This is an optimization exercise on Yosys and OpenROAD, whose aim is small area and a short achievable clock period, not a production implementation.
Only simulation tests tie the RTL to the original design; equivalence was not proved.

[design/flow/design.v]
package iir_filter_pkg;
	localparam int sample_w = 15;
	localparam int gain_w = 25;
	localparam int frac_bits = 6;
	localparam int wb_addr_w = 3;
	localparam int wb_data_w = 32;
	localparam logic [gain_w-1:0] rst_b0 = gain_w'(216);
	localparam logic [gain_w-1:0] rst_b1 = gain_w'(-221);
	localparam logic [gain_w-1:0] rst_b2 = gain_w'(-650);
	localparam logic [gain_w-1:0] rst_b3 = gain_w'(662);
	localparam logic [gain_w-1:0] rst_a1 = gain_w'(28);
	localparam logic [gain_w-1:0] rst_a2 = gain_w'(-316);
	localparam logic [gain_w-1:0] rst_a3 = gain_w'(-39);
endpackage
`timescale 1ns/1ps
module coefficient_regs (
	input  logic clk,
	input  logic rst,
	input  logic wb_cyc,
	input  logic wb_stb,
	input  logic wb_we,
	input  logic [2:0] wb_adr,
	input  logic [31:0] wb_dat_i,
	output logic [31:0] wb_dat_o,
	output logic wb_ack,
	output logic wr,
	output logic [24:0] g_b0, g_b1, g_b2, g_b3, g_a1, g_a2, g_a3,
	output logic [24:0] n_b0, n_b1, n_b2, n_b3, n_a1, n_a2, n_a3
);
	logic ack_q;
	logic access;
	logic [24:0] rd_q;
	logic [24:0] rd_d;
	assign access = wb_cyc && wb_stb && !ack_q;
	assign wr = access && wb_we;
	always_ff @(posedge clk or posedge rst) begin
		if (rst) ack_q <= 1'b0;
		else ack_q <= access;
	end
	assign wb_ack = ack_q;
	assign n_b0 = (wr && wb_adr == 3'd0) ? wb_dat_i[24:0] : g_b0;
	assign n_b1 = (wr && wb_adr == 3'd1) ? wb_dat_i[24:0] : g_b1;
	assign n_b2 = (wr && wb_adr == 3'd2) ? wb_dat_i[24:0] : g_b2;
	assign n_b3 = (wr && wb_adr == 3'd3) ? wb_dat_i[24:0] : g_b3;
	assign n_a1 = (wr && wb_adr == 3'd4) ? wb_dat_i[24:0] : g_a1;
	assign n_a2 = (wr && wb_adr == 3'd5) ? wb_dat_i[24:0] : g_a2;
	assign n_a3 = (wr && wb_adr == 3'd6) ? wb_dat_i[24:0] : g_a3;
	always_ff @(posedge clk or posedge rst) begin
		if (rst) begin
			g_b0 <= iir_filter_pkg::rst_b0;
			g_b1 <= iir_filter_pkg::rst_b1;
			g_b2 <= iir_filter_pkg::rst_b2;
			g_b3 <= iir_filter_pkg::rst_b3;
			g_a1 <= iir_filter_pkg::rst_a1;
			g_a2 <= iir_filter_pkg::rst_a2;
			g_a3 <= iir_filter_pkg::rst_a3;
		end else begin
			g_b0 <= n_b0;
			g_b1 <= n_b1;
			g_b2 <= n_b2;
			g_b3 <= n_b3;
			g_a1 <= n_a1;
			g_a2 <= n_a2;
			g_a3 <= n_a3;
		end
	end
	always_comb begin
		case (wb_adr)
			3'd0: rd_d = g_b0;
			3'd1: rd_d = g_b1;
			3'd2: rd_d = g_b2;
			3'd3: rd_d = g_b3;
			3'd4: rd_d = g_a1;
			3'd5: rd_d = g_a2;
			3'd6: rd_d = g_a3;
			default: rd_d = '0;
		endcase
		if (wb_we && wb_adr != 3'd7) rd_d = wb_dat_i[24:0];
	end
	always_ff @(posedge clk) begin
		rd_q <= rd_d;
	end
	assign wb_dat_o = {{7{rd_q[24]}}, rd_q};
endmodule
`timescale 1ns/1ps
module state_chain (
	input  logic clk,
	input  logic rst,
	input  logic [14:0] data,
	input  logic data_en,
	input  logic [14:0] den_sum,
	output logic [14:0] w1,
	output logic [14:0] w2,
	output logic [14:0] w3
);
	always_ff @(posedge clk or posedge rst) begin
		if (rst) begin
			w1 <= '0;
			w2 <= '0;
			w3 <= '0;
		end else if (data_en) begin
			w1 <= data - den_sum;
			w2 <= w1;
			w3 <= w2;
		end
	end
endmodule
`timescale 1ns/1ps
module stage2_a (
	input  logic [14:0] hs,
	input  logic [14:0] hc,
	input  logic [14:0] add0,
	input  logic cy,
	output logic [14:0] y
);
	wire s1;
	wire c2;
	assign s1 = add0[0] ^ cy;
	assign c2 = add0[0] & cy;
	wire s3;
	wire c4;
	assign s3 = add0[1] ^ hc[1];
	assign c4 = add0[1] & hc[1];
	wire s5;
	wire c6;
	assign s5 = add0[2] ^ hc[2];
	assign c6 = add0[2] & hc[2];
	wire s7;
	wire c8;
	assign s7 = add0[3] ^ hc[3];
	assign c8 = add0[3] & hc[3];
	wire s9;
	wire c10;
	assign s9 = add0[4] ^ hc[4];
	assign c10 = add0[4] & hc[4];
	wire s11;
	wire c12;
	assign s11 = add0[5] ^ hc[5];
	assign c12 = add0[5] & hc[5];
	wire s13;
	wire c14;
	assign s13 = add0[6] ^ hc[6];
	assign c14 = add0[6] & hc[6];
	wire s15;
	wire c16;
	assign s15 = add0[7] ^ hc[7];
	assign c16 = add0[7] & hc[7];
	wire s17;
	wire c18;
	assign s17 = add0[8] ^ hc[8];
	assign c18 = add0[8] & hc[8];
	wire s19;
	wire c20;
	assign s19 = add0[9] ^ hc[9];
	assign c20 = add0[9] & hc[9];
	wire s21;
	wire c22;
	assign s21 = add0[10] ^ hc[10];
	assign c22 = add0[10] & hc[10];
	wire s23;
	wire c24;
	assign s23 = add0[11] ^ hc[11];
	assign c24 = add0[11] & hc[11];
	wire s25;
	wire c26;
	assign s25 = add0[12] ^ hc[12];
	assign c26 = add0[12] & hc[12];
	wire s27;
	wire c28;
	assign s27 = add0[13] ^ hc[13];
	assign c28 = add0[13] & hc[13];
	wire s29;
	wire c30;
	assign s29 = add0[14] ^ hc[14];
	assign c30 = add0[14] & hc[14];
	wire s31;
	wire c32;
	assign s31 = hc[0] ^ hs[0];
	assign c32 = hc[0] & hs[0];
	wire s33;
	wire c34;
	assign s33 = hs[1] ^ c2 ^ s3;
	assign c34 = (hs[1] & c2) | (s3 & (hs[1] ^ c2));
	wire s35;
	wire c36;
	assign s35 = hs[2] ^ c4 ^ s5;
	assign c36 = (hs[2] & c4) | (s5 & (hs[2] ^ c4));
	wire s37;
	wire c38;
	assign s37 = hs[3] ^ c6 ^ s7;
	assign c38 = (hs[3] & c6) | (s7 & (hs[3] ^ c6));
	wire s39;
	wire c40;
	assign s39 = hs[4] ^ c8 ^ s9;
	assign c40 = (hs[4] & c8) | (s9 & (hs[4] ^ c8));
	wire s41;
	wire c42;
	assign s41 = hs[5] ^ c10 ^ s11;
	assign c42 = (hs[5] & c10) | (s11 & (hs[5] ^ c10));
	wire s43;
	wire c44;
	assign s43 = hs[6] ^ c12 ^ s13;
	assign c44 = (hs[6] & c12) | (s13 & (hs[6] ^ c12));
	wire s45;
	wire c46;
	assign s45 = hs[7] ^ c14 ^ s15;
	assign c46 = (hs[7] & c14) | (s15 & (hs[7] ^ c14));
	wire s47;
	wire c48;
	assign s47 = hs[8] ^ c16 ^ s17;
	assign c48 = (hs[8] & c16) | (s17 & (hs[8] ^ c16));
	wire s49;
	wire c50;
	assign s49 = hs[9] ^ c18 ^ s19;
	assign c50 = (hs[9] & c18) | (s19 & (hs[9] ^ c18));
	wire s51;
	wire c52;
	assign s51 = hs[10] ^ c20 ^ s21;
	assign c52 = (hs[10] & c20) | (s21 & (hs[10] ^ c20));
	wire s53;
	wire c54;
	assign s53 = hs[11] ^ c22 ^ s23;
	assign c54 = (hs[11] & c22) | (s23 & (hs[11] ^ c22));
	wire s55;
	wire c56;
	assign s55 = hs[12] ^ c24 ^ s25;
	assign c56 = (hs[12] & c24) | (s25 & (hs[12] ^ c24));
	wire s57;
	wire c58;
	assign s57 = hs[13] ^ c26 ^ s27;
	assign c58 = (hs[13] & c26) | (s27 & (hs[13] ^ c26));
	wire s59;
	wire c60;
	assign s59 = hs[14] ^ c28 ^ s29;
	assign c60 = (hs[14] & c28) | (s29 & (hs[14] ^ c28));
	logic [14:0] r0, r1;
	assign r0 = {s59, s57, s55, s53, s51, s49, s47, s45, s43, s41, s39, s37, s35, s33, s31};
	assign r1 = {c58, c56, c54, c52, c50, c48, c46, c44, c42, c40, c38, c36, c34, c32, s1};
	assign y = r0 + r1;
endmodule
module stage2_b (
	input  logic [14:0] hs,
	input  logic [14:0] hc,
	input  logic [14:0] add0,
	input  logic [14:0] hs2,
	input  logic [14:0] hc2,
	input  logic cy,
	input  logic cy2,
	output logic [14:0] y
);
	wire s1;
	wire c2;
	assign s1 = add0[0] ^ cy;
	assign c2 = add0[0] & cy;
	wire s3;
	wire c4;
	assign s3 = hc[0] ^ hs[0] ^ cy2;
	assign c4 = (hc[0] & hs[0]) | (cy2 & (hc[0] ^ hs[0]));
	wire s5;
	wire c6;
	assign s5 = add0[1] ^ hc[1] ^ hs[1];
	assign c6 = (add0[1] & hc[1]) | (hs[1] & (add0[1] ^ hc[1]));
	wire s7;
	wire c8;
	assign s7 = c2 ^ hc2[1];
	assign c8 = c2 & hc2[1];
	wire s9;
	wire c10;
	assign s9 = add0[2] ^ hc[2] ^ hs[2];
	assign c10 = (add0[2] & hc[2]) | (hs[2] & (add0[2] ^ hc[2]));
	wire s11;
	wire c12;
	assign s11 = hc2[2] ^ hs2[2];
	assign c12 = hc2[2] & hs2[2];
	wire s13;
	wire c14;
	assign s13 = add0[3] ^ hc[3] ^ hs[3];
	assign c14 = (add0[3] & hc[3]) | (hs[3] & (add0[3] ^ hc[3]));
	wire s15;
	wire c16;
	assign s15 = hc2[3] ^ hs2[3];
	assign c16 = hc2[3] & hs2[3];
	wire s17;
	wire c18;
	assign s17 = add0[4] ^ hc[4] ^ hs[4];
	assign c18 = (add0[4] & hc[4]) | (hs[4] & (add0[4] ^ hc[4]));
	wire s19;
	wire c20;
	assign s19 = hc2[4] ^ hs2[4];
	assign c20 = hc2[4] & hs2[4];
	wire s21;
	wire c22;
	assign s21 = add0[5] ^ hc[5] ^ hs[5];
	assign c22 = (add0[5] & hc[5]) | (hs[5] & (add0[5] ^ hc[5]));
	wire s23;
	wire c24;
	assign s23 = hc2[5] ^ hs2[5];
	assign c24 = hc2[5] & hs2[5];
	wire s25;
	wire c26;
	assign s25 = add0[6] ^ hc[6] ^ hs[6];
	assign c26 = (add0[6] & hc[6]) | (hs[6] & (add0[6] ^ hc[6]));
	wire s27;
	wire c28;
	assign s27 = hc2[6] ^ hs2[6];
	assign c28 = hc2[6] & hs2[6];
	wire s29;
	wire c30;
	assign s29 = add0[7] ^ hc[7] ^ hs[7];
	assign c30 = (add0[7] & hc[7]) | (hs[7] & (add0[7] ^ hc[7]));
	wire s31;
	wire c32;
	assign s31 = hc2[7] ^ hs2[7];
	assign c32 = hc2[7] & hs2[7];
	wire s33;
	wire c34;
	assign s33 = add0[8] ^ hc[8] ^ hs[8];
	assign c34 = (add0[8] & hc[8]) | (hs[8] & (add0[8] ^ hc[8]));
	wire s35;
	wire c36;
	assign s35 = hc2[8] ^ hs2[8];
	assign c36 = hc2[8] & hs2[8];
	wire s37;
	wire c38;
	assign s37 = add0[9] ^ hc[9] ^ hs[9];
	assign c38 = (add0[9] & hc[9]) | (hs[9] & (add0[9] ^ hc[9]));
	wire s39;
	wire c40;
	assign s39 = hc2[9] ^ hs2[9];
	assign c40 = hc2[9] & hs2[9];
	wire s41;
	wire c42;
	assign s41 = add0[10] ^ hc[10] ^ hs[10];
	assign c42 = (add0[10] & hc[10]) | (hs[10] & (add0[10] ^ hc[10]));
	wire s43;
	wire c44;
	assign s43 = hc2[10] ^ hs2[10];
	assign c44 = hc2[10] & hs2[10];
	wire s45;
	wire c46;
	assign s45 = add0[11] ^ hc[11] ^ hs[11];
	assign c46 = (add0[11] & hc[11]) | (hs[11] & (add0[11] ^ hc[11]));
	wire s47;
	wire c48;
	assign s47 = hc2[11] ^ hs2[11];
	assign c48 = hc2[11] & hs2[11];
	wire s49;
	wire c50;
	assign s49 = add0[12] ^ hc[12] ^ hs[12];
	assign c50 = (add0[12] & hc[12]) | (hs[12] & (add0[12] ^ hc[12]));
	wire s51;
	wire c52;
	assign s51 = hc2[12] ^ hs2[12];
	assign c52 = hc2[12] & hs2[12];
	wire s53;
	wire c54;
	assign s53 = add0[13] ^ hc[13] ^ hs[13];
	assign c54 = (add0[13] & hc[13]) | (hs[13] & (add0[13] ^ hc[13]));
	wire s55;
	wire c56;
	assign s55 = hc2[13] ^ hs2[13];
	assign c56 = hc2[13] & hs2[13];
	wire s57;
	wire c58;
	assign s57 = add0[14] ^ hc[14] ^ hs[14];
	assign c58 = (add0[14] & hc[14]) | (hs[14] & (add0[14] ^ hc[14]));
	wire s59;
	wire c60;
	assign s59 = hc2[14] ^ hs2[14];
	assign c60 = hc2[14] & hs2[14];
	wire s61;
	wire c62;
	assign s61 = hc2[0] ^ hs2[0];
	assign c62 = hc2[0] & hs2[0];
	wire s63;
	wire c64;
	assign s63 = hs2[1] ^ s5 ^ c4;
	assign c64 = (hs2[1] & s5) | (c4 & (hs2[1] ^ s5));
	wire s65;
	wire c66;
	assign s65 = c6 ^ s9 ^ c8;
	assign c66 = (c6 & s9) | (c8 & (c6 ^ s9));
	wire s67;
	wire c68;
	assign s67 = c10 ^ s13 ^ c12;
	assign c68 = (c10 & s13) | (c12 & (c10 ^ s13));
	wire s69;
	wire c70;
	assign s69 = c14 ^ s17 ^ c16;
	assign c70 = (c14 & s17) | (c16 & (c14 ^ s17));
	wire s71;
	wire c72;
	assign s71 = c18 ^ s21 ^ c20;
	assign c72 = (c18 & s21) | (c20 & (c18 ^ s21));
	wire s73;
	wire c74;
	assign s73 = c22 ^ s25 ^ c24;
	assign c74 = (c22 & s25) | (c24 & (c22 ^ s25));
	wire s75;
	wire c76;
	assign s75 = c26 ^ s29 ^ c28;
	assign c76 = (c26 & s29) | (c28 & (c26 ^ s29));
	wire s77;
	wire c78;
	assign s77 = c30 ^ s33 ^ c32;
	assign c78 = (c30 & s33) | (c32 & (c30 ^ s33));
	wire s79;
	wire c80;
	assign s79 = c34 ^ s37 ^ c36;
	assign c80 = (c34 & s37) | (c36 & (c34 ^ s37));
	wire s81;
	wire c82;
	assign s81 = c38 ^ s41 ^ c40;
	assign c82 = (c38 & s41) | (c40 & (c38 ^ s41));
	wire s83;
	wire c84;
	assign s83 = c42 ^ s45 ^ c44;
	assign c84 = (c42 & s45) | (c44 & (c42 ^ s45));
	wire s85;
	wire c86;
	assign s85 = c46 ^ s49 ^ c48;
	assign c86 = (c46 & s49) | (c48 & (c46 ^ s49));
	wire s87;
	wire c88;
	assign s87 = c50 ^ s53 ^ c52;
	assign c88 = (c50 & s53) | (c52 & (c50 ^ s53));
	wire s89;
	wire c90;
	assign s89 = c54 ^ s57 ^ c56;
	assign c90 = (c54 & s57) | (c56 & (c54 ^ s57));
	wire s91;
	wire c92;
	assign s91 = s1 ^ s3;
	assign c92 = s1 & s3;
	wire s93;
	wire c94;
	assign s93 = c62 ^ s7 ^ s63;
	assign c94 = (c62 & s7) | (s63 & (c62 ^ s7));
	wire s95;
	wire c96;
	assign s95 = s11 ^ c64 ^ s65;
	assign c96 = (s11 & c64) | (s65 & (s11 ^ c64));
	wire s97;
	wire c98;
	assign s97 = s15 ^ c66 ^ s67;
	assign c98 = (s15 & c66) | (s67 & (s15 ^ c66));
	wire s99;
	wire c100;
	assign s99 = s19 ^ c68 ^ s69;
	assign c100 = (s19 & c68) | (s69 & (s19 ^ c68));
	wire s101;
	wire c102;
	assign s101 = s23 ^ c70 ^ s71;
	assign c102 = (s23 & c70) | (s71 & (s23 ^ c70));
	wire s103;
	wire c104;
	assign s103 = s27 ^ c72 ^ s73;
	assign c104 = (s27 & c72) | (s73 & (s27 ^ c72));
	wire s105;
	wire c106;
	assign s105 = s31 ^ c74 ^ s75;
	assign c106 = (s31 & c74) | (s75 & (s31 ^ c74));
	wire s107;
	wire c108;
	assign s107 = s35 ^ c76 ^ s77;
	assign c108 = (s35 & c76) | (s77 & (s35 ^ c76));
	wire s109;
	wire c110;
	assign s109 = s39 ^ c78 ^ s79;
	assign c110 = (s39 & c78) | (s79 & (s39 ^ c78));
	wire s111;
	wire c112;
	assign s111 = s43 ^ c80 ^ s81;
	assign c112 = (s43 & c80) | (s81 & (s43 ^ c80));
	wire s113;
	wire c114;
	assign s113 = s47 ^ c82 ^ s83;
	assign c114 = (s47 & c82) | (s83 & (s47 ^ c82));
	wire s115;
	wire c116;
	assign s115 = s51 ^ c84 ^ s85;
	assign c116 = (s51 & c84) | (s85 & (s51 ^ c84));
	wire s117;
	wire c118;
	assign s117 = s55 ^ c86 ^ s87;
	assign c118 = (s55 & c86) | (s87 & (s55 ^ c86));
	wire s119;
	wire c120;
	assign s119 = s59 ^ c88 ^ s89;
	assign c120 = (s59 & c88) | (s89 & (s59 ^ c88));
	logic [14:0] r0, r1;
	assign r0 = {s119, s117, s115, s113, s111, s109, s107, s105, s103, s101, s99, s97, s95, s93, s91};
	assign r1 = {c118, c116, c114, c112, c110, c108, c106, c104, c102, c100, c98, c96, c94, c92, s61};
	assign y = r0 + r1;
endmodule
`timescale 1ns/1ps
module mul_cs (
	input  logic [14:0] w,
	input  logic [20:0] g,
	output logic [14:0] hs,
	output logic [14:0] hc,
	output logic cy
);
	logic [15:0] we;
	assign we = {w[14], w};
	logic [7:0] one, two, neg;
	assign one[0] = we[0] ^ 1'b0;
	assign two[0] = (we[1] & ~we[0] & ~1'b0) | (~we[1] & we[0] & 1'b0);
	assign neg[0] = we[1];
	wire p1;
	assign p1 = (one[0] & g[0]) ^ neg[0];
	wire p2;
	assign p2 = ((one[0] & g[1]) | (two[0] & g[0])) ^ neg[0];
	wire p3;
	assign p3 = ((one[0] & g[2]) | (two[0] & g[1])) ^ neg[0];
	wire p4;
	assign p4 = ((one[0] & g[3]) | (two[0] & g[2])) ^ neg[0];
	wire p5;
	assign p5 = ((one[0] & g[4]) | (two[0] & g[3])) ^ neg[0];
	wire p6;
	assign p6 = ((one[0] & g[5]) | (two[0] & g[4])) ^ neg[0];
	wire p7;
	assign p7 = ((one[0] & g[6]) | (two[0] & g[5])) ^ neg[0];
	wire p8;
	assign p8 = ((one[0] & g[7]) | (two[0] & g[6])) ^ neg[0];
	wire p9;
	assign p9 = ((one[0] & g[8]) | (two[0] & g[7])) ^ neg[0];
	wire p10;
	assign p10 = ((one[0] & g[9]) | (two[0] & g[8])) ^ neg[0];
	wire p11;
	assign p11 = ((one[0] & g[10]) | (two[0] & g[9])) ^ neg[0];
	wire p12;
	assign p12 = ((one[0] & g[11]) | (two[0] & g[10])) ^ neg[0];
	wire p13;
	assign p13 = ((one[0] & g[12]) | (two[0] & g[11])) ^ neg[0];
	wire p14;
	assign p14 = ((one[0] & g[13]) | (two[0] & g[12])) ^ neg[0];
	wire p15;
	assign p15 = ((one[0] & g[14]) | (two[0] & g[13])) ^ neg[0];
	wire p16;
	assign p16 = ((one[0] & g[15]) | (two[0] & g[14])) ^ neg[0];
	wire p17;
	assign p17 = ((one[0] & g[16]) | (two[0] & g[15])) ^ neg[0];
	wire p18;
	assign p18 = ((one[0] & g[17]) | (two[0] & g[16])) ^ neg[0];
	wire p19;
	assign p19 = ((one[0] & g[18]) | (two[0] & g[17])) ^ neg[0];
	wire p20;
	assign p20 = ((one[0] & g[19]) | (two[0] & g[18])) ^ neg[0];
	wire p21;
	assign p21 = ((one[0] & g[20]) | (two[0] & g[19])) ^ neg[0];
	assign one[1] = we[2] ^ we[1];
	assign two[1] = (we[3] & ~we[2] & ~we[1]) | (~we[3] & we[2] & we[1]);
	assign neg[1] = we[3];
	wire p22;
	assign p22 = (one[1] & g[0]) ^ neg[1];
	wire p23;
	assign p23 = ((one[1] & g[1]) | (two[1] & g[0])) ^ neg[1];
	wire p24;
	assign p24 = ((one[1] & g[2]) | (two[1] & g[1])) ^ neg[1];
	wire p25;
	assign p25 = ((one[1] & g[3]) | (two[1] & g[2])) ^ neg[1];
	wire p26;
	assign p26 = ((one[1] & g[4]) | (two[1] & g[3])) ^ neg[1];
	wire p27;
	assign p27 = ((one[1] & g[5]) | (two[1] & g[4])) ^ neg[1];
	wire p28;
	assign p28 = ((one[1] & g[6]) | (two[1] & g[5])) ^ neg[1];
	wire p29;
	assign p29 = ((one[1] & g[7]) | (two[1] & g[6])) ^ neg[1];
	wire p30;
	assign p30 = ((one[1] & g[8]) | (two[1] & g[7])) ^ neg[1];
	wire p31;
	assign p31 = ((one[1] & g[9]) | (two[1] & g[8])) ^ neg[1];
	wire p32;
	assign p32 = ((one[1] & g[10]) | (two[1] & g[9])) ^ neg[1];
	wire p33;
	assign p33 = ((one[1] & g[11]) | (two[1] & g[10])) ^ neg[1];
	wire p34;
	assign p34 = ((one[1] & g[12]) | (two[1] & g[11])) ^ neg[1];
	wire p35;
	assign p35 = ((one[1] & g[13]) | (two[1] & g[12])) ^ neg[1];
	wire p36;
	assign p36 = ((one[1] & g[14]) | (two[1] & g[13])) ^ neg[1];
	wire p37;
	assign p37 = ((one[1] & g[15]) | (two[1] & g[14])) ^ neg[1];
	wire p38;
	assign p38 = ((one[1] & g[16]) | (two[1] & g[15])) ^ neg[1];
	wire p39;
	assign p39 = ((one[1] & g[17]) | (two[1] & g[16])) ^ neg[1];
	wire p40;
	assign p40 = ((one[1] & g[18]) | (two[1] & g[17])) ^ neg[1];
	assign one[2] = we[4] ^ we[3];
	assign two[2] = (we[5] & ~we[4] & ~we[3]) | (~we[5] & we[4] & we[3]);
	assign neg[2] = we[5];
	wire p41;
	assign p41 = (one[2] & g[0]) ^ neg[2];
	wire p42;
	assign p42 = ((one[2] & g[1]) | (two[2] & g[0])) ^ neg[2];
	wire p43;
	assign p43 = ((one[2] & g[2]) | (two[2] & g[1])) ^ neg[2];
	wire p44;
	assign p44 = ((one[2] & g[3]) | (two[2] & g[2])) ^ neg[2];
	wire p45;
	assign p45 = ((one[2] & g[4]) | (two[2] & g[3])) ^ neg[2];
	wire p46;
	assign p46 = ((one[2] & g[5]) | (two[2] & g[4])) ^ neg[2];
	wire p47;
	assign p47 = ((one[2] & g[6]) | (two[2] & g[5])) ^ neg[2];
	wire p48;
	assign p48 = ((one[2] & g[7]) | (two[2] & g[6])) ^ neg[2];
	wire p49;
	assign p49 = ((one[2] & g[8]) | (two[2] & g[7])) ^ neg[2];
	wire p50;
	assign p50 = ((one[2] & g[9]) | (two[2] & g[8])) ^ neg[2];
	wire p51;
	assign p51 = ((one[2] & g[10]) | (two[2] & g[9])) ^ neg[2];
	wire p52;
	assign p52 = ((one[2] & g[11]) | (two[2] & g[10])) ^ neg[2];
	wire p53;
	assign p53 = ((one[2] & g[12]) | (two[2] & g[11])) ^ neg[2];
	wire p54;
	assign p54 = ((one[2] & g[13]) | (two[2] & g[12])) ^ neg[2];
	wire p55;
	assign p55 = ((one[2] & g[14]) | (two[2] & g[13])) ^ neg[2];
	wire p56;
	assign p56 = ((one[2] & g[15]) | (two[2] & g[14])) ^ neg[2];
	wire p57;
	assign p57 = ((one[2] & g[16]) | (two[2] & g[15])) ^ neg[2];
	assign one[3] = we[6] ^ we[5];
	assign two[3] = (we[7] & ~we[6] & ~we[5]) | (~we[7] & we[6] & we[5]);
	assign neg[3] = we[7];
	wire p58;
	assign p58 = (one[3] & g[0]) ^ neg[3];
	wire p59;
	assign p59 = ((one[3] & g[1]) | (two[3] & g[0])) ^ neg[3];
	wire p60;
	assign p60 = ((one[3] & g[2]) | (two[3] & g[1])) ^ neg[3];
	wire p61;
	assign p61 = ((one[3] & g[3]) | (two[3] & g[2])) ^ neg[3];
	wire p62;
	assign p62 = ((one[3] & g[4]) | (two[3] & g[3])) ^ neg[3];
	wire p63;
	assign p63 = ((one[3] & g[5]) | (two[3] & g[4])) ^ neg[3];
	wire p64;
	assign p64 = ((one[3] & g[6]) | (two[3] & g[5])) ^ neg[3];
	wire p65;
	assign p65 = ((one[3] & g[7]) | (two[3] & g[6])) ^ neg[3];
	wire p66;
	assign p66 = ((one[3] & g[8]) | (two[3] & g[7])) ^ neg[3];
	wire p67;
	assign p67 = ((one[3] & g[9]) | (two[3] & g[8])) ^ neg[3];
	wire p68;
	assign p68 = ((one[3] & g[10]) | (two[3] & g[9])) ^ neg[3];
	wire p69;
	assign p69 = ((one[3] & g[11]) | (two[3] & g[10])) ^ neg[3];
	wire p70;
	assign p70 = ((one[3] & g[12]) | (two[3] & g[11])) ^ neg[3];
	wire p71;
	assign p71 = ((one[3] & g[13]) | (two[3] & g[12])) ^ neg[3];
	wire p72;
	assign p72 = ((one[3] & g[14]) | (two[3] & g[13])) ^ neg[3];
	assign one[4] = we[8] ^ we[7];
	assign two[4] = (we[9] & ~we[8] & ~we[7]) | (~we[9] & we[8] & we[7]);
	assign neg[4] = we[9];
	wire p73;
	assign p73 = (one[4] & g[0]) ^ neg[4];
	wire p74;
	assign p74 = ((one[4] & g[1]) | (two[4] & g[0])) ^ neg[4];
	wire p75;
	assign p75 = ((one[4] & g[2]) | (two[4] & g[1])) ^ neg[4];
	wire p76;
	assign p76 = ((one[4] & g[3]) | (two[4] & g[2])) ^ neg[4];
	wire p77;
	assign p77 = ((one[4] & g[4]) | (two[4] & g[3])) ^ neg[4];
	wire p78;
	assign p78 = ((one[4] & g[5]) | (two[4] & g[4])) ^ neg[4];
	wire p79;
	assign p79 = ((one[4] & g[6]) | (two[4] & g[5])) ^ neg[4];
	wire p80;
	assign p80 = ((one[4] & g[7]) | (two[4] & g[6])) ^ neg[4];
	wire p81;
	assign p81 = ((one[4] & g[8]) | (two[4] & g[7])) ^ neg[4];
	wire p82;
	assign p82 = ((one[4] & g[9]) | (two[4] & g[8])) ^ neg[4];
	wire p83;
	assign p83 = ((one[4] & g[10]) | (two[4] & g[9])) ^ neg[4];
	wire p84;
	assign p84 = ((one[4] & g[11]) | (two[4] & g[10])) ^ neg[4];
	wire p85;
	assign p85 = ((one[4] & g[12]) | (two[4] & g[11])) ^ neg[4];
	assign one[5] = we[10] ^ we[9];
	assign two[5] = (we[11] & ~we[10] & ~we[9]) | (~we[11] & we[10] & we[9]);
	assign neg[5] = we[11];
	wire p86;
	assign p86 = (one[5] & g[0]) ^ neg[5];
	wire p87;
	assign p87 = ((one[5] & g[1]) | (two[5] & g[0])) ^ neg[5];
	wire p88;
	assign p88 = ((one[5] & g[2]) | (two[5] & g[1])) ^ neg[5];
	wire p89;
	assign p89 = ((one[5] & g[3]) | (two[5] & g[2])) ^ neg[5];
	wire p90;
	assign p90 = ((one[5] & g[4]) | (two[5] & g[3])) ^ neg[5];
	wire p91;
	assign p91 = ((one[5] & g[5]) | (two[5] & g[4])) ^ neg[5];
	wire p92;
	assign p92 = ((one[5] & g[6]) | (two[5] & g[5])) ^ neg[5];
	wire p93;
	assign p93 = ((one[5] & g[7]) | (two[5] & g[6])) ^ neg[5];
	wire p94;
	assign p94 = ((one[5] & g[8]) | (two[5] & g[7])) ^ neg[5];
	wire p95;
	assign p95 = ((one[5] & g[9]) | (two[5] & g[8])) ^ neg[5];
	wire p96;
	assign p96 = ((one[5] & g[10]) | (two[5] & g[9])) ^ neg[5];
	assign one[6] = we[12] ^ we[11];
	assign two[6] = (we[13] & ~we[12] & ~we[11]) | (~we[13] & we[12] & we[11]);
	assign neg[6] = we[13];
	wire p97;
	assign p97 = (one[6] & g[0]) ^ neg[6];
	wire p98;
	assign p98 = ((one[6] & g[1]) | (two[6] & g[0])) ^ neg[6];
	wire p99;
	assign p99 = ((one[6] & g[2]) | (two[6] & g[1])) ^ neg[6];
	wire p100;
	assign p100 = ((one[6] & g[3]) | (two[6] & g[2])) ^ neg[6];
	wire p101;
	assign p101 = ((one[6] & g[4]) | (two[6] & g[3])) ^ neg[6];
	wire p102;
	assign p102 = ((one[6] & g[5]) | (two[6] & g[4])) ^ neg[6];
	wire p103;
	assign p103 = ((one[6] & g[6]) | (two[6] & g[5])) ^ neg[6];
	wire p104;
	assign p104 = ((one[6] & g[7]) | (two[6] & g[6])) ^ neg[6];
	wire p105;
	assign p105 = ((one[6] & g[8]) | (two[6] & g[7])) ^ neg[6];
	assign one[7] = we[14] ^ we[13];
	assign two[7] = (we[15] & ~we[14] & ~we[13]) | (~we[15] & we[14] & we[13]);
	assign neg[7] = we[15];
	wire p106;
	assign p106 = (one[7] & g[0]) ^ neg[7];
	wire p107;
	assign p107 = ((one[7] & g[1]) | (two[7] & g[0])) ^ neg[7];
	wire p108;
	assign p108 = ((one[7] & g[2]) | (two[7] & g[1])) ^ neg[7];
	wire p109;
	assign p109 = ((one[7] & g[3]) | (two[7] & g[2])) ^ neg[7];
	wire p110;
	assign p110 = ((one[7] & g[4]) | (two[7] & g[3])) ^ neg[7];
	wire p111;
	assign p111 = ((one[7] & g[5]) | (two[7] & g[4])) ^ neg[7];
	wire p112;
	assign p112 = ((one[7] & g[6]) | (two[7] & g[5])) ^ neg[7];
	wire s113;
	wire c114;
	assign s113 = neg[5] ^ p11;
	assign c114 = neg[5] & p11;
	wire s115;
	wire c116;
	assign s115 = p12 ^ p31;
	assign c116 = p12 & p31;
	wire s117;
	wire c118;
	assign s117 = neg[6] ^ p13 ^ p32;
	assign c118 = (neg[6] & p13) | (p32 & (neg[6] ^ p13));
	wire s119;
	wire c120;
	assign s119 = p49 ^ p64;
	assign c120 = p49 & p64;
	wire s121;
	wire c122;
	assign s121 = p14 ^ p33 ^ p50;
	assign c122 = (p14 & p33) | (p50 & (p14 ^ p33));
	wire s123;
	wire c124;
	assign s123 = p65 ^ p78;
	assign c124 = p65 & p78;
	wire s125;
	wire c126;
	assign s125 = neg[7] ^ p106 ^ p15;
	assign c126 = (neg[7] & p106) | (p15 & (neg[7] ^ p106));
	wire s127;
	wire c128;
	assign s127 = p34 ^ p51 ^ p66;
	assign c128 = (p34 & p51) | (p66 & (p34 ^ p51));
	wire s129;
	wire c130;
	assign s129 = p79 ^ p90;
	assign c130 = p79 & p90;
	wire s131;
	wire c132;
	assign s131 = p100 ^ p107 ^ p16;
	assign c132 = (p100 & p107) | (p16 & (p100 ^ p107));
	wire s133;
	wire c134;
	assign s133 = p35 ^ p52 ^ p67;
	assign c134 = (p35 & p52) | (p67 & (p35 ^ p52));
	wire s135;
	wire c136;
	assign s135 = p80 ^ p91;
	assign c136 = p80 & p91;
	wire s137;
	wire c138;
	assign s137 = p101 ^ p108 ^ p17;
	assign c138 = (p101 & p108) | (p17 & (p101 ^ p108));
	wire s139;
	wire c140;
	assign s139 = p36 ^ p53 ^ p68;
	assign c140 = (p36 & p53) | (p68 & (p36 ^ p53));
	wire s141;
	wire c142;
	assign s141 = p81 ^ p92;
	assign c142 = p81 & p92;
	wire s143;
	wire c144;
	assign s143 = p102 ^ p109 ^ p18;
	assign c144 = (p102 & p109) | (p18 & (p102 ^ p109));
	wire s145;
	wire c146;
	assign s145 = p37 ^ p54 ^ p69;
	assign c146 = (p37 & p54) | (p69 & (p37 ^ p54));
	wire s147;
	wire c148;
	assign s147 = p82 ^ p93;
	assign c148 = p82 & p93;
	wire s149;
	wire c150;
	assign s149 = p103 ^ p110 ^ p19;
	assign c150 = (p103 & p110) | (p19 & (p103 ^ p110));
	wire s151;
	wire c152;
	assign s151 = p38 ^ p55 ^ p70;
	assign c152 = (p38 & p55) | (p70 & (p38 ^ p55));
	wire s153;
	wire c154;
	assign s153 = p83 ^ p94;
	assign c154 = p83 & p94;
	wire s155;
	wire c156;
	assign s155 = p104 ^ p111 ^ p20;
	assign c156 = (p104 & p111) | (p20 & (p104 ^ p111));
	wire s157;
	wire c158;
	assign s157 = p39 ^ p56 ^ p71;
	assign c158 = (p39 & p56) | (p71 & (p39 ^ p56));
	wire s159;
	wire c160;
	assign s159 = p84 ^ p95;
	assign c160 = p84 & p95;
	wire s161;
	wire c162;
	assign s161 = p105 ^ p112 ^ p21;
	assign c162 = (p105 & p112) | (p21 & (p105 ^ p112));
	wire s163;
	wire c164;
	assign s163 = p40 ^ p57 ^ p72;
	assign c164 = (p40 & p57) | (p72 & (p40 ^ p57));
	wire s165;
	wire c166;
	assign s165 = p85 ^ p96;
	assign c166 = p85 & p96;
	wire s167;
	wire c168;
	assign s167 = neg[3] ^ p26;
	assign c168 = neg[3] & p26;
	wire s169;
	wire c170;
	assign s169 = p27 ^ p44;
	assign c170 = p27 & p44;
	wire s171;
	wire c172;
	assign s171 = neg[4] ^ p28 ^ p45;
	assign c172 = (neg[4] & p28) | (p45 & (neg[4] ^ p28));
	wire s173;
	wire c174;
	assign s173 = p60 ^ p73;
	assign c174 = p60 & p73;
	wire s175;
	wire c176;
	assign s175 = p10 ^ p29 ^ p46;
	assign c176 = (p10 & p29) | (p46 & (p10 ^ p29));
	wire s177;
	wire c178;
	assign s177 = p61 ^ p74;
	assign c178 = p61 & p74;
	wire s179;
	wire c180;
	assign s179 = p30 ^ p47 ^ p62;
	assign c180 = (p30 & p47) | (p62 & (p30 ^ p47));
	wire s181;
	wire c182;
	assign s181 = p75 ^ p86 ^ s113;
	assign c182 = (p75 & p86) | (s113 & (p75 ^ p86));
	wire s183;
	wire c184;
	assign s183 = p48 ^ p63 ^ p76;
	assign c184 = (p48 & p63) | (p76 & (p48 ^ p63));
	wire s185;
	wire c186;
	assign s185 = p87 ^ c114 ^ s115;
	assign c186 = (p87 & c114) | (s115 & (p87 ^ c114));
	wire s187;
	wire c188;
	assign s187 = p77 ^ p88 ^ p97;
	assign c188 = (p77 & p88) | (p97 & (p77 ^ p88));
	wire s189;
	wire c190;
	assign s189 = c116 ^ s117 ^ s119;
	assign c190 = (c116 & s117) | (s119 & (c116 ^ s117));
	wire s191;
	wire c192;
	assign s191 = p89 ^ p98 ^ c118;
	assign c192 = (p89 & p98) | (c118 & (p89 ^ p98));
	wire s193;
	wire c194;
	assign s193 = c120 ^ s121 ^ s123;
	assign c194 = (c120 & s121) | (s123 & (c120 ^ s121));
	wire s195;
	wire c196;
	assign s195 = p99 ^ c122 ^ c124;
	assign c196 = (p99 & c122) | (c124 & (p99 ^ c122));
	wire s197;
	wire c198;
	assign s197 = s125 ^ s127 ^ s129;
	assign c198 = (s125 & s127) | (s129 & (s125 ^ s127));
	wire s199;
	wire c200;
	assign s199 = c126 ^ c128 ^ c130;
	assign c200 = (c126 & c128) | (c130 & (c126 ^ c128));
	wire s201;
	wire c202;
	assign s201 = s131 ^ s133 ^ s135;
	assign c202 = (s131 & s133) | (s135 & (s131 ^ s133));
	wire s203;
	wire c204;
	assign s203 = c132 ^ c134 ^ c136;
	assign c204 = (c132 & c134) | (c136 & (c132 ^ c134));
	wire s205;
	wire c206;
	assign s205 = s137 ^ s139 ^ s141;
	assign c206 = (s137 & s139) | (s141 & (s137 ^ s139));
	wire s207;
	wire c208;
	assign s207 = c138 ^ c140 ^ c142;
	assign c208 = (c138 & c140) | (c142 & (c138 ^ c140));
	wire s209;
	wire c210;
	assign s209 = s143 ^ s145 ^ s147;
	assign c210 = (s143 & s145) | (s147 & (s143 ^ s145));
	wire s211;
	wire c212;
	assign s211 = c144 ^ c146 ^ c148;
	assign c212 = (c144 & c146) | (c148 & (c144 ^ c146));
	wire s213;
	wire c214;
	assign s213 = s149 ^ s151 ^ s153;
	assign c214 = (s149 & s151) | (s153 & (s149 ^ s151));
	wire s215;
	wire c216;
	assign s215 = c150 ^ c152 ^ c154;
	assign c216 = (c150 & c152) | (c154 & (c150 ^ c152));
	wire s217;
	wire c218;
	assign s217 = s155 ^ s157 ^ s159;
	assign c218 = (s155 & s157) | (s159 & (s155 ^ s157));
	wire s219;
	wire c220;
	assign s219 = c156 ^ c158 ^ c160;
	assign c220 = (c156 & c158) | (c160 & (c156 ^ c158));
	wire s221;
	wire c222;
	assign s221 = s161 ^ s163 ^ s165;
	assign c222 = (s161 & s163) | (s165 & (s161 ^ s163));
	wire s223;
	wire c224;
	assign s223 = neg[2] ^ p24;
	assign c224 = neg[2] & p24;
	wire s225;
	wire c226;
	assign s225 = p25 ^ p42;
	assign c226 = p25 & p42;
	wire s227;
	wire c228;
	assign s227 = p43 ^ p58 ^ p7;
	assign c228 = (p43 & p58) | (p7 & (p43 ^ p58));
	wire s229;
	wire c230;
	assign s229 = p59 ^ p8 ^ c168;
	assign c230 = (p59 & p8) | (c168 & (p59 ^ p8));
	wire s231;
	wire c232;
	assign s231 = p9 ^ c170 ^ s171;
	assign c232 = (p9 & c170) | (s171 & (p9 ^ c170));
	wire s233;
	wire c234;
	assign s233 = c172 ^ c174 ^ s175;
	assign c234 = (c172 & c174) | (s175 & (c172 ^ c174));
	wire s235;
	wire c236;
	assign s235 = c176 ^ c178 ^ s179;
	assign c236 = (c176 & c178) | (s179 & (c176 ^ c178));
	wire s237;
	wire c238;
	assign s237 = c180 ^ s183 ^ c182;
	assign c238 = (c180 & s183) | (c182 & (c180 ^ s183));
	wire s239;
	wire c240;
	assign s239 = c184 ^ s187 ^ c186;
	assign c240 = (c184 & s187) | (c186 & (c184 ^ s187));
	wire s241;
	wire c242;
	assign s241 = c188 ^ c190 ^ s191;
	assign c242 = (c188 & c190) | (s191 & (c188 ^ c190));
	wire s243;
	wire c244;
	assign s243 = c192 ^ c194 ^ s195;
	assign c244 = (c192 & c194) | (s195 & (c192 ^ c194));
	wire s245;
	wire c246;
	assign s245 = c196 ^ c198 ^ s199;
	assign c246 = (c196 & c198) | (s199 & (c196 ^ c198));
	wire s247;
	wire c248;
	assign s247 = c200 ^ c202 ^ s203;
	assign c248 = (c200 & c202) | (s203 & (c200 ^ c202));
	wire s249;
	wire c250;
	assign s249 = c204 ^ c206 ^ s207;
	assign c250 = (c204 & c206) | (s207 & (c204 ^ c206));
	wire s251;
	wire c252;
	assign s251 = c208 ^ c210 ^ s211;
	assign c252 = (c208 & c210) | (s211 & (c208 ^ c210));
	wire s253;
	wire c254;
	assign s253 = c212 ^ c214 ^ s215;
	assign c254 = (c212 & c214) | (s215 & (c212 ^ c214));
	wire s255;
	wire c256;
	assign s255 = c216 ^ c218 ^ s219;
	assign c256 = (c216 & c218) | (s219 & (c216 ^ c218));
	wire s257;
	wire c258;
	assign s257 = neg[1] ^ p22;
	assign c258 = neg[1] & p22;
	wire s259;
	wire c260;
	assign s259 = p23 ^ p4;
	assign c260 = p23 & p4;
	wire s261;
	wire c262;
	assign s261 = p41 ^ p5 ^ s223;
	assign c262 = (p41 & p5) | (s223 & (p41 ^ p5));
	wire s263;
	wire c264;
	assign s263 = p6 ^ c224 ^ s225;
	assign c264 = (p6 & c224) | (s225 & (p6 ^ c224));
	wire s265;
	wire c266;
	assign s265 = c226 ^ s167 ^ s227;
	assign c266 = (c226 & s167) | (s227 & (c226 ^ s167));
	wire s267;
	wire c268;
	assign s267 = c228 ^ s169 ^ s229;
	assign c268 = (c228 & s169) | (s229 & (c228 ^ s169));
	wire s269;
	wire c270;
	assign s269 = s173 ^ c230 ^ s231;
	assign c270 = (s173 & c230) | (s231 & (s173 ^ c230));
	wire s271;
	wire c272;
	assign s271 = s177 ^ c232 ^ s233;
	assign c272 = (s177 & c232) | (s233 & (s177 ^ c232));
	wire s273;
	wire c274;
	assign s273 = c234 ^ s181 ^ s235;
	assign c274 = (c234 & s181) | (s235 & (c234 ^ s181));
	wire s275;
	wire c276;
	assign s275 = c236 ^ s185 ^ s237;
	assign c276 = (c236 & s185) | (s237 & (c236 ^ s185));
	wire s277;
	wire c278;
	assign s277 = s189 ^ c238 ^ s239;
	assign c278 = (s189 & c238) | (s239 & (s189 ^ c238));
	wire s279;
	wire c280;
	assign s279 = s193 ^ c240 ^ s241;
	assign c280 = (s193 & c240) | (s241 & (s193 ^ c240));
	wire s281;
	wire c282;
	assign s281 = s197 ^ c242 ^ s243;
	assign c282 = (s197 & c242) | (s243 & (s197 ^ c242));
	wire s283;
	wire c284;
	assign s283 = s201 ^ c244 ^ s245;
	assign c284 = (s201 & c244) | (s245 & (s201 ^ c244));
	wire s285;
	wire c286;
	assign s285 = s205 ^ c246 ^ s247;
	assign c286 = (s205 & c246) | (s247 & (s205 ^ c246));
	wire s287;
	wire c288;
	assign s287 = s209 ^ c248 ^ s249;
	assign c288 = (s209 & c248) | (s249 & (s209 ^ c248));
	wire s289;
	wire c290;
	assign s289 = s213 ^ c250 ^ s251;
	assign c290 = (s213 & c250) | (s251 & (s213 ^ c250));
	wire s291;
	wire c292;
	assign s291 = s217 ^ c252 ^ s253;
	assign c292 = (s217 & c252) | (s253 & (s217 ^ c252));
	wire s293;
	wire c294;
	assign s293 = s221 ^ c254 ^ s255;
	assign c294 = (s221 & c254) | (s255 & (s221 ^ c254));
	logic [20:0] r0, r1;
	assign r0 = {s293, s291, s289, s287, s285, s283, s281, s279, s277, s275, s273, s271, s269, s267, s265, s263, s261, s259, s257, p2, neg[0]};
	assign r1 = {c292, c290, c288, c286, c284, c282, c280, c278, c276, c274, c272, c270, c268, c266, c264, c262, c260, c258, p3, 1'b0, p1};
	logic [6:0] lo;
	assign lo = {1'b0, r0[5:0]} + {1'b0, r1[5:0]};
	assign cy = lo[6];
	assign hs = r0[20:6];
	assign hc = r1[20:6];
endmodule
`timescale 1ns/1ps
module iir_filter (
	input  logic clk,
	input  logic rst,
	input  logic signed [14:0] data,
	input  logic data_en,
	input  logic wb_cyc,
	input  logic wb_stb,
	input  logic wb_we,
	input  logic [2:0] wb_adr,
	input  logic [31:0] wb_dat_i,
	output logic [31:0] wb_dat_o,
	output logic wb_ack,
	output logic signed [14:0] data_out,
	output logic data_out_en
);
	logic wr;
	logic [24:0] g_b0, g_b1, g_b2, g_b3, g_a1, g_a2, g_a3;
	logic [24:0] n_b0, n_b1, n_b2, n_b3, n_a1, n_a2, n_a3;
	logic [14:0] w1, w2, w3;
	logic [14:0] den, num;
	logic [14:0] ra, rb;
	logic [14:0] ya, yb;
	logic [4:0] s;
	logic samp;
	logic oen_q;
	coefficient_regs i_coefficient_regs (
		.clk      (clk),
		.rst      (rst),
		.wb_cyc   (wb_cyc),
		.wb_stb   (wb_stb),
		.wb_we    (wb_we),
		.wb_adr   (wb_adr),
		.wb_dat_i (wb_dat_i),
		.wb_dat_o (wb_dat_o),
		.wb_ack   (wb_ack),
		.wr       (wr),
		.g_b0     (g_b0),
		.g_b1     (g_b1),
		.g_b2     (g_b2),
		.g_b3     (g_b3),
		.g_a1     (g_a1),
		.g_a2     (g_a2),
		.g_a3     (g_a3),
		.n_b0     (n_b0),
		.n_b1     (n_b1),
		.n_b2     (n_b2),
		.n_b3     (n_b3),
		.n_a1     (n_a1),
		.n_a2     (n_a2),
		.n_a3     (n_a3)
	);
	state_chain i_state_chain (
		.clk     (clk),
		.rst     (rst),
		.data    (data),
		.data_en (data_en),
		.den_sum (den),
		.w1      (w1),
		.w2      (w2),
		.w3      (w3)
	);
	logic start;
	assign start = data_en || wr;
	always_ff @(posedge clk or posedge rst) begin
		if (rst) begin
			s <= '0;
			samp <= 1'b0;
			oen_q <= 1'b0;
		end else begin
			s[0] <= start;
			s[1] <= s[0] && !start;
			s[2] <= s[1] && !start;
			s[3] <= s[2] && !start;
			s[4] <= s[3];
			if (start) samp <= data_en;
			oen_q <= s[1] && samp;
		end
	end
	logic [20:0] ga, gb;
	logic [14:0] wb;
	always_ff @(posedge clk) begin
		begin
			if (start) ga <= n_b0[20:0];
			else if (s[0]) ga <= g_a1[20:0];
			else if (s[1]) ga <= g_b1[20:0];
			else ga <= '0;
			if (start) gb <= n_a2[20:0];
			else if (s[0]) gb <= g_a3[20:0];
			else if (s[1]) gb <= g_b2[20:0];
			else if (s[2]) gb <= g_b3[20:0];
			else gb <= '0;
		end
	end
	always_ff @(posedge clk) begin
		if (data_en) wb <= w1;
		else if ((s[0] || s[2]) && !wr) wb <= w3;
		else wb <= w2;
	end
	logic [14:0] ha_s, ha_c;
	logic ha_y;
	mul_cs i_mul_a (
		.w  (w1),
		.g  (ga),
		.hs (ha_s),
		.hc (ha_c),
		.cy (ha_y)
	);
	logic [14:0] hb_s, hb_c;
	logic hb_y;
	mul_cs i_mul_b (
		.w  (wb),
		.g  (gb),
		.hs (hb_s),
		.hc (hb_c),
		.cy (hb_y)
	);
	logic [14:0] pa_s, pa_c, pb_s, pb_c;
	logic pa_y, pb_y;
	always_ff @(posedge clk) begin
		pa_s <= ha_s;
		pa_c <= ha_c;
		pa_y <= ha_y;
		pb_s <= hb_s;
		pb_c <= hb_c;
		pb_y <= hb_y;
	end
	stage2_a i_stage2_a (
		.hs   (pa_s),
		.hc   (pa_c),
		.cy   (pa_y),
		.add0 (num),
		.y    (ya)
	);
	logic use_a;
	assign use_a = !s[1];
	stage2_b i_stage2_b (
		.hs   (pb_s),
		.hc   (pb_c),
		.cy   (pb_y),
		.hs2  (use_a ? pa_s : 15'd0),
		.hc2  (use_a ? pa_c : 15'd0),
		.cy2  (use_a && pa_y),
		.add0 (rb),
		.y    (yb)
	);
	always_ff @(posedge clk or posedge rst) begin
		if (rst) begin
			ra <= '0;
			den <= '0;
			num <= '0;
		end else begin
			ra <= ya;
			if (s[2]) den <= yb;
			if (s[4]) num <= yb;
		end
	end
	always_ff @(posedge clk) begin
		if (s[0] || s[2]) rb <= '0;
		else rb <= yb;
	end
	assign data_out = ra;
	assign data_out_en = oen_q;
endmodule
[design/flow/run.sh]
#!/bin/bash
# synth_recipe.tcl (not shown) runs the flow's synth.tcl, then flattens the netlist and writes it again
# the make line also repeats each setting of config.mk as NAME=value (left out here)
make -C /OpenROAD-flow-scripts/flow DESIGN_CONFIG=/design/flow/config.mk WORK_HOME=/design/flow/orfs CLKGATE_MAP_FILE= SYNTH_SCRIPT=/design/flow/synth_recipe.tcl finish
[design/flow/config.mk]
export PLATFORM = sky130hd
export DESIGN_NAME = iir_filter
export DESIGN_NICKNAME = iir_filter
export VERILOG_FILES = /design/flow/design.v
export SDC_FILE = /design/flow/constraint.sdc
export NUM_CORES = 4
export LEC_CHECK = 0
export CAP_MARGIN = 20
export CORE_MARGIN = 2
export CORE_UTILIZATION = 50
export SETUP_SLACK_MARGIN = 3.7
export SLEW_MARGIN = 20
[design/flow/constraint.sdc]
create_clock -name core_clock -period 8.0 [get_ports {clk}]
set_input_delay 1.6000 -clock core_clock [delete_from_list [all_inputs] [get_ports {clk}]]
set_output_delay 1.6000 -clock core_clock [all_outputs]
set_load 0.01 [all_outputs]
==> key figures, run 1 <==
STA
  • Setup violators final: 0
  • Fin. Hold Viols: 0
  • Sum Neg Setup Slack: 0 ns
  • RSZ-0062 raised after global routing: true
  • Rel. slew slack: 28.65%
  • Least-Margin Pin Slew: 1.066 ns
  • Tcrit/Tclk final: 52.51%
  • Clock Skew: 0.06099 ns
  • Fin. max-slew vios: 0
  • Clock period minus worst slack: 4.201 ns
  • Max Clk Rate: 238.0 MHz

Clock tree
  • Clock Latency Late Sink: about 0.62 ns
  • # hold bufs at CTS: 0
  • Max Buffers Root-to-Sink: 3
  • H-tree depth: 2
  • Clock sinks: 432
  • Clock Root Buffer: clkbuf_16
  • CTS tree: built
  • CTS buffer count: 49
  • Clk slew on worst S/H paths: 0.06 ns

Routing
  • Detailed-route wire length: 94,660 um
  • Routed wl met2: 43,810 um
  • Top layer reached by signal wires: met4
  • Vias per cell: roughly 6.0
  • Initial DRC count: 2,406
  • Final ANT Viol Nets: 0
  • DR pass1 iterations: 6
  • Drt wl/cell: 21.37 um
  • Routed vias: between 20,000 and 30,000
  • Routed wl met3: 5752 um
  • DRC: 0
  • Metal-1 WL: 41,670 um

Finish
  • Finished Cell Area: 35,300 um2
  • Multi-input logic area: slightly below 20,000 um2
  • Commonest non-fill, non-tap cell in the layout: inv_1
  • Most frequent cells in the layout: inv_1, a21oi_1, nand2_1
  • Sequential cell area: 10,160 um2
  • Nets: slightly below 4,000
  • Layout cell share with drive strength beyond 1: approximately 14%
  • Final-layout fill cell count: between 5,000 and 6,000
  • Area Overhead vs Synth: 8.751%

Floorplanning
  • Core ar.: approximately 64,000 um2
  • Initial Util: 50.44%
  • Die height: 258.8 um
  • I/O pin total: 105
  • Die area: 66,970 um2
  • FP Rows: 93
  • Die W: 258.8 um

Logic synthesis
  • Syn Nets: 4,000
  • Mapped Cells: 3,639
  • Post-synthesis compound-gate area fraction: 19.20%
  • Synthesized flop and latch total: 432
  • Mapped cell area: 32,460 um2
  • Top FF cell, synth: dfrtp_1
  • Largest family of logic cells by synthesized area: compound AO/OA/AOI/OAI gates
  • Syn Area/Cell: just under 9 um2
  • Simple-Gate Fraction of Synth Area: between 10 and 15%
  • Yosys cell types: 85
  • Mux share of post-synthesis cell area: 10.35%
  • Asr flop ratio synth: 63.19%
  • Post-synthesis adder-cell area fraction: 16.94%
  • Post-synth EDFFs: 0
  • Ys Warns: 3
  • Post-Synth XOR/XNOR Area: 3.793%
  • Post-synthesis sequential area ratio: 31.22%

Placement
  • DP Area: 33,650 um2
  • Final GP Congestion: 0.9292
  • Detailed placement HPWL: 65,250 um
  • PortBufs: 97

Critical path
  • WP data arrival: 4.68 ns
  • Crit path launch type: input port
  • CP endpoint kind: flop
  • Setup CP Type: input port to flop
  • Crit path max fanout: 34
  • Critical Path RT: 8.48 ns

Run status
  • Status: timing/DRC/antenna clean

GRT
  • Vias in the first global route: around 26,000
  • First-pass GRT wire length: 148,100 um
  • Initial antenna violation count: 5
  • Total track usage: 28.18%
  • Grt ovf: 0
  • Pin count of the biggest net entering global routing: 169

Hold path
  • Hold Crit Class: flop to flop

Flow run
  • Maxcap violations: 0
-- synth_stat cells, types with 39 or more instances --
library cell / n / area share (%)
fa_1: 188 / 12
a22oi_1: 46 / 1.1
o21a_1: 44 / 1.0
dfrtp_1: 179 / 14
ha_1: 117 / 4.5
buf_1: 68 / 0.79
o211ai_1: 39 / 0.90
a221oi_1: 50 / 1.3
dfxtp_1: 159 / 9.8
mux2i_1: 68 / 2.1
mux2_2: 220 / 7.6
a211oi_1: 72 / 1.7
o21ai_0: 189 / 2.9
dfstp_2: 94 / 7.6
inv_1: 352 / 4.1
nor2_1: 308 / 3.6
nand2_1: 309 / 3.6
o22ai_1: 79 / 1.5
clkbuf_1: 173 / 2.0
xnor2_1: 93 / 2.5
a21oi_1: 337 / 5.2
xor2_1: 45 / 1.2
buf_2: 51 / 0.79
-- per-stage QoR --
stage	setup slack [ns]	hold slack (ns)	instances	utilization (%)
2_1_floorplan	2.867	0.3312	3639	-
3_3_place_gp	3.308	0.3352	4335	52.30
3_5_place_dp	3.269	0.3457	4335	52.30
4_1_cts	3.704	0.3589	4427	54.79
5_1_grt	3.688	0.3623	4428	54.84
6_report	3.799	0.3552	4430	54.85
-- worst paths after layout --
check / start / end / slack, ns / depth (start not counted)
hold / removal: s[3]$_DFF_PP0_ / s[4]$_DFF_PP0_ / 0.36 / 0
setup reg to reg: ga[3]$_DFF_P_ / pa_s[11]$_DFF_P_ / 3.84 / 10
max in group asynchronous: rst / s[1]$_DFF_PP0_ / 4.91 / 3
hold reg to reg: s[3]$_DFF_PP0_ / s[4]$_DFF_PP0_ / 0.36 / 0
setup / recovery: wb_adr[1] / i_coefficient_regs.g_b1[7]$_DFFE_PP0P_ / 3.80 / 8
min in group asynchronous: rst / i_coefficient_regs.g_a1[15]$_DFFE_PP0P_ / 1.52 / 2
-- what timing repair did --
action / 4_1_cts / 5_1_grt
setup endpoints to repair: 14 / 26
resized for setup: 4 / 7
buffers inserted: 0 / 1
gates cloned: 0 / 0
-- metal layers --
layer,vias to the layer above,global-route usage (%)
met5,-,0
met1,13150,39.30
li1,12220,-
met3,185,3.384
met4,0,10.42
met2,953,45.14
-- cell type report --
cell class / instances / area share, %
diodes: 2 / 0.01418
clock buffers: 77 / 4.006
clock inverters: 15 / 0.5105
inverters: 360 / 3.850
multi-input cells: 2534 / 55.80
flip-flops and latches: 432 / 28.77
well taps: 855 / 3.031
repair buffers: 155 / 4.016
-- cells by family (layout without fill, tap and decap cells) --
logic type / after synthesis / after routing
AND/OR/NAND/NOR: 773 / 773
XOR/XNOR: 139 / 139
other: 0 / 2
multiplexers: 297 / 297
flip-flops: 432 / 432
AO/OA/AOI/OAI: 993 / 993
buffers and inverters: 673 / 607
adder cells (fa/ha/maj): 332 / 332
-- flip-flops by register name, indices dropped and copies added, names as in the netlist, 21 cells and up --
signal,count
i_coefficient_regs.g_b3,25
i_coefficient_regs.rd_q,25
i_coefficient_regs.g_a3,25
i_coefficient_regs.g_b1,25
i_coefficient_regs.g_a2,25
i_coefficient_regs.g_b0,25
ga,21
i_coefficient_regs.g_b2,25
gb,21
i_coefficient_regs.g_a1,25
-- critical path: stages --
cell and delay (ns):
clkdlybuf4s50_1 0.40, buf_4 0.29, inv_1 0.11, buf_4 0.37
nand2_1 0.45, nor2_2 0.61, buf_4 0.43, mux2_2 0.38
==> run 2, diff against run 1 <==
--- a/design/flow/config.mk
+++ b/design/flow/config.mk
@@ -10,3 +10,3 @@
 export CORE_UTILIZATION = 50
-export SETUP_SLACK_MARGIN = 3.7
+export SETUP_SLACK_MARGIN = 4.2
 export SLEW_MARGIN = 20
==> run 2 against run 1 <==
  * Routed wire length is 1.2% higher
  * Critical path type unchanged
  * First-iteration DRC count is 2.4% lower
  * Largest cell class unchanged
  * Still clean on timing, DRC and antenna
  * Register-to-register slack better by 0.38 ns
  * Critical endpoint is now gb[13]$_DFF_P_
  * Non-clock buffer count is 23 higher
==> key figures, run 2 <==
Flow run
  • Maxcap violations: 0 (unchanged)

Finish
  • Area Overhead vs Synth: 11.94%
  • Layout cell share with drive strength beyond 1: 17.25% (+3.1 points)
  • Commonest non-fill, non-tap cell in the layout: inv_1
  • Final-layout fill cell count: 5,655 (-3.6%)
  • Nets: 3,919 (+0.67%)
  • Multi-input logic area: 20,050 um2 (+1.8%)
  • Most frequent cells in the layout: inv_1, a21oi_1, nand2_1
  • Sequential cell area: 10,180 um2 (+0.22%)
  • Fin cells: 4,456 (+0.59%)

Placement
  • Placed Cells: 4,338 (+0.069%)
  • Detailed placement HPWL: 65,270 um (about the same)
  • Final GP Congestion: 0.9356 (+0.69%)
  • PortBufs: 97 (unchanged)

Logic synthesis
  • Synth area leaders: dfrtp_1, fa_1, dfxtp_1
  • Most frequent cell after synthesis: inv_1
  • Simple-Gate Fraction of Synth Area: 10.25% (unchanged)
  • Post-Synth XOR/XNOR Area: 3.793% (unchanged)
  • Post-synth top cells: inv_1, a21oi_1, nand2_1
  • Mux share of post-synthesis cell area: 10.35% (unchanged)
  • Post-synth EDFFs: 0 (unchanged)
  • Mapped cell area: 32,460 um2 (unchanged)
  • Top FF cell, synth: dfrtp_1
  • Post-synthesis adder-cell area fraction: 16.94% (unchanged)
  • Ys Warns: 3 (unchanged)
  • Post-synthesis compound-gate area fraction: 19.20% (unchanged)
  • Asr flop ratio synth: 63.19% (unchanged)
  • Yosys cell types: 85 (unchanged)
  • Synthesized flop and latch total: 432 (unchanged)
  • Post-synthesis sequential area ratio: 31.22% (unchanged)
  • Largest family of logic cells by synthesized area: compound AO/OA/AOI/OAI gates
  • Largest area contributor in the netlist: dfrtp_1
  • Syn Nets: 4,000 (unchanged)
  • Synth top area share: 13.80% (unchanged)
  • Syn Area/Cell: 8.919 um2 (unchanged)
  • Mapped Cells: 3,639 (unchanged)

Clock tree
  • CTS tree: built
  • # hold bufs at CTS: 0 (unchanged)
  • Clock Root Buffer: clkbuf_16
  • Clk slew on worst S/H paths: 0.06 ns (about the same)
  • Clock Latency Late Sink: 0.61 ns (about the same)
  • Clock sinks: 432 (unchanged)
  • CTS buffer count: 50 (+2.0%)
  • Max Buffers Root-to-Sink: 3 (unchanged)
  • H-tree depth: 2 (unchanged)

GRT
  • Vias in the first global route: 25,840 (-1.2%)
  • Total track usage: 28.16% (about the same)
  • Pin count of the biggest net entering global routing: 134 (-21%)
  • Initial antenna violation count: 5 (unchanged)
  • First-pass GRT wire length: 148,400 um (+0.19%)
  • Grt ovf: 0 (unchanged)

Routing
  • Vias per cell: 5.971 (-0.21%)
  • Detailed-route wire length: 95,800 um (+1.2%)
  • Final ANT Viol Nets: 0 (unchanged)
  • DR pass1 iterations: 6 (unchanged)
  • Routed vias: 26,610 (+0.38%)
  • DRC: 0 (unchanged)
  • Drt wl/cell: 21.50 um (+0.62%)
  • Initial DRC count: 2,348 (-2.4%)

Critical path
  • Crit path largest cell delay: 0.77 ns (+0.16 ns)
  • WP data arrival: 4.22 ns (-0.46 ns)
  • Crit path launch type: input port
  • Critical Path RT: 8.43 ns (-0.05 ns)
  • Reg2reg setup slack: 4.22 ns (+0.38 ns)
  • Worst path cell trace: clkdlybuf4s50_1 -> a21oi_4 -> buf_4 -> nor2_1 -> a21oi_1
  • Setup CP Type: input port to flop
  • Worst-path cell with the longest stage delay: clkdlybuf4s50_1
  • Buf/Inv on CP: 2 (-3)
  • FF-to-FF Start: pb_c[1]$_DFF_P_
  • Worst R2R End: num[14]$_DFFE_PP0P_
  • Worst reg-to-reg path cell count: 15 (+5)
  • Crit. Startpoint: wb_we
  • Delay-heaviest family, CP: buffers and inverters
  • Crit path depth: 5 (-3)
  • Crit path max fanout: 63 (+85%)
  • Critical path endpoint: gb[13]$_DFF_P_
  • CP endpoint kind: flop

STA
  • Tcrit/Tclk final: 47.31% (-5.2 points)
  • Clock Skew: 0.02845 ns (-0.03253 ns)
  • Max Clk Rate: 264.2 MHz (+11%)
  • Sum Neg Setup Slack: 0 ns (unchanged)
  • Clock period minus worst slack: 3.785 ns (-0.4159 ns)
  • Setup violators final: 0 (unchanged)
  • Fin. Hold Viols: 0 (unchanged)
  • Rel. slew slack: 28.59% (-0.058 points)
  • Fin. max-slew vios: 0 (unchanged)
  • RSZ-0062 raised after global routing: true
  • Least-Margin Pin Slew: 1.071 ns (+0.004809 ns)

Floorplanning
  • Initial Util: 50.44% (unchanged)
  • FP Rows: 93 (unchanged)
  • Die area: 66,970 um2 (unchanged)
  • I/O pin total: 105 (unchanged)
  • Core ar.: 64,350 um2 (unchanged)
  • Die height: 258.8 um (unchanged)
  • Die W: 258.8 um (unchanged)

Hold path
  • Hold Crit Class: flop to flop

Run status
  • Status: timing/DRC/antenna clean
[run 2: cell types whose count changed in the layout (fill, tap and decap cells not counted), sizes merged, moves of 8 or more]
cell / change
clkinvlp: +8
bufinv: +11
clkbuf: -13
buf: +22
[run 2: routing by layer]
layer | global-route usage [%] | wire length [um]
met4 | 9.088 | 2984
met1 | 39.74 | 42230
met5 | 0 | 0
met2 | 45.32 | 44680
met3 | 3.189 | 5910
[run 2: final cells by class]
| cell class | instances | share of cell area [%] |
|---|---|---|
| tap | 855 | 2.945 |
| inverter | 360 | 3.792 |
| timing repair inverter | 1 | 0.02066 |
| timing repair buffer | 178 | 4.753 |
| sequential | 432 | 28.02 |
| antenna | 1 | 0.006888 |
| multi-input combinational | 2535 | 55.19 |
| clock inverter | 31 | 1.477 |
| clock buffer | 63 | 3.802 |
[run 2: worst min-delay path by stage]
stage,to,slack [ns],from,cells past startpoint
final,s[4]$_DFF_PP0_,0.36,s[3]$_DFF_PP0_,0
after global placement,s[4]$_DFF_PP0_,0.34,s[3]$_DFF_PP0_,0
after floorplan,s[4]$_DFF_PP0_,0.33,s[3]$_DFF_PP0_,0
after detailed placement,s[4]$_DFF_PP0_,0.34,s[3]$_DFF_PP0_,0
after CTS,s[4]$_DFF_PP0_,0.36,s[3]$_DFF_PP0_,0
after global routing,s[4]$_DFF_PP0_,0.36,s[3]$_DFF_PP0_,0
[run 2: per-stage QoR]
stage	util [%]	setup WS [ns]	hold WS (ns)	area, um2
final	56.46	4.215	0.3552	36330
after global routing	56.45	4.046	0.3568	36330
after floorplan	-	2.867	0.3312	32510
after detailed placement	52.36	3.349	0.3413	33690
after global placement	52.36	3.412	0.3369	33690
after CTS	55.64	4.102	0.3553	35810
[run 2: kinds of logic (layout without fill, tap and decap cells)]
kind of cell / Yosys count / after routing
multiplexers: 297 / 297
AO/OA/AOI/OAI: 993 / 994
flip-flops: 432 / 432
other: 0 / 1
XOR/XNOR: 139 / 139
AND/OR/NAND/NOR: 773 / 773
adder cells (fa/ha/maj): 332 / 332
buffers and inverters: 673 / 633
[run 2: timing repair]
| action | in CTS | in global routing |
|---|---|---|
| resized for setup | 38 | 97 |
| pin swaps | 18 | 34 |
| buffers inserted | 5 | 15 |
| setup endpoints to repair | 72 | 69 |
| gates cloned | 1 | 2 |

port drivers added, routing unchanged:
How much do the figures lean on ideal ports? The routed layouts below were timed once more, with nothing changed but the port constraints. Step 1 (the two cells are an assumption about what drives the block):
set clk [get_ports {clk}]
set_driving_cell -lib_cell sky130_fd_sc_hd__clkbuf_16 $clk
set_driving_cell -lib_cell sky130_fd_sc_hd__buf_2 [delete_from_list [all_inputs] $clk]
Step 2, shift: input delay + t, output delay - t, t = (earliest + latest rising clock arrival at the registers) / 2. This alone moves slack from input paths to output paths. Slacks: no drivers / after step 1 / after step 2; pairs: no drivers / after step 1.
run	t (ns)	setup WS [ns]	clock arrival spread, ns	pins driven straight from the clock port
run 1	0.658	3.799 / 3.841 / 3.183	0.063 / 0.062	1
run 2	0.657	4.215 / 4.218 / 3.595	0.031 / 0.031	1
After both steps every run listed still meets setup and hold. The setup slack of run 2, which loses most, moves by +0.003 ns with the drivers and by -0.620 ns with both steps.
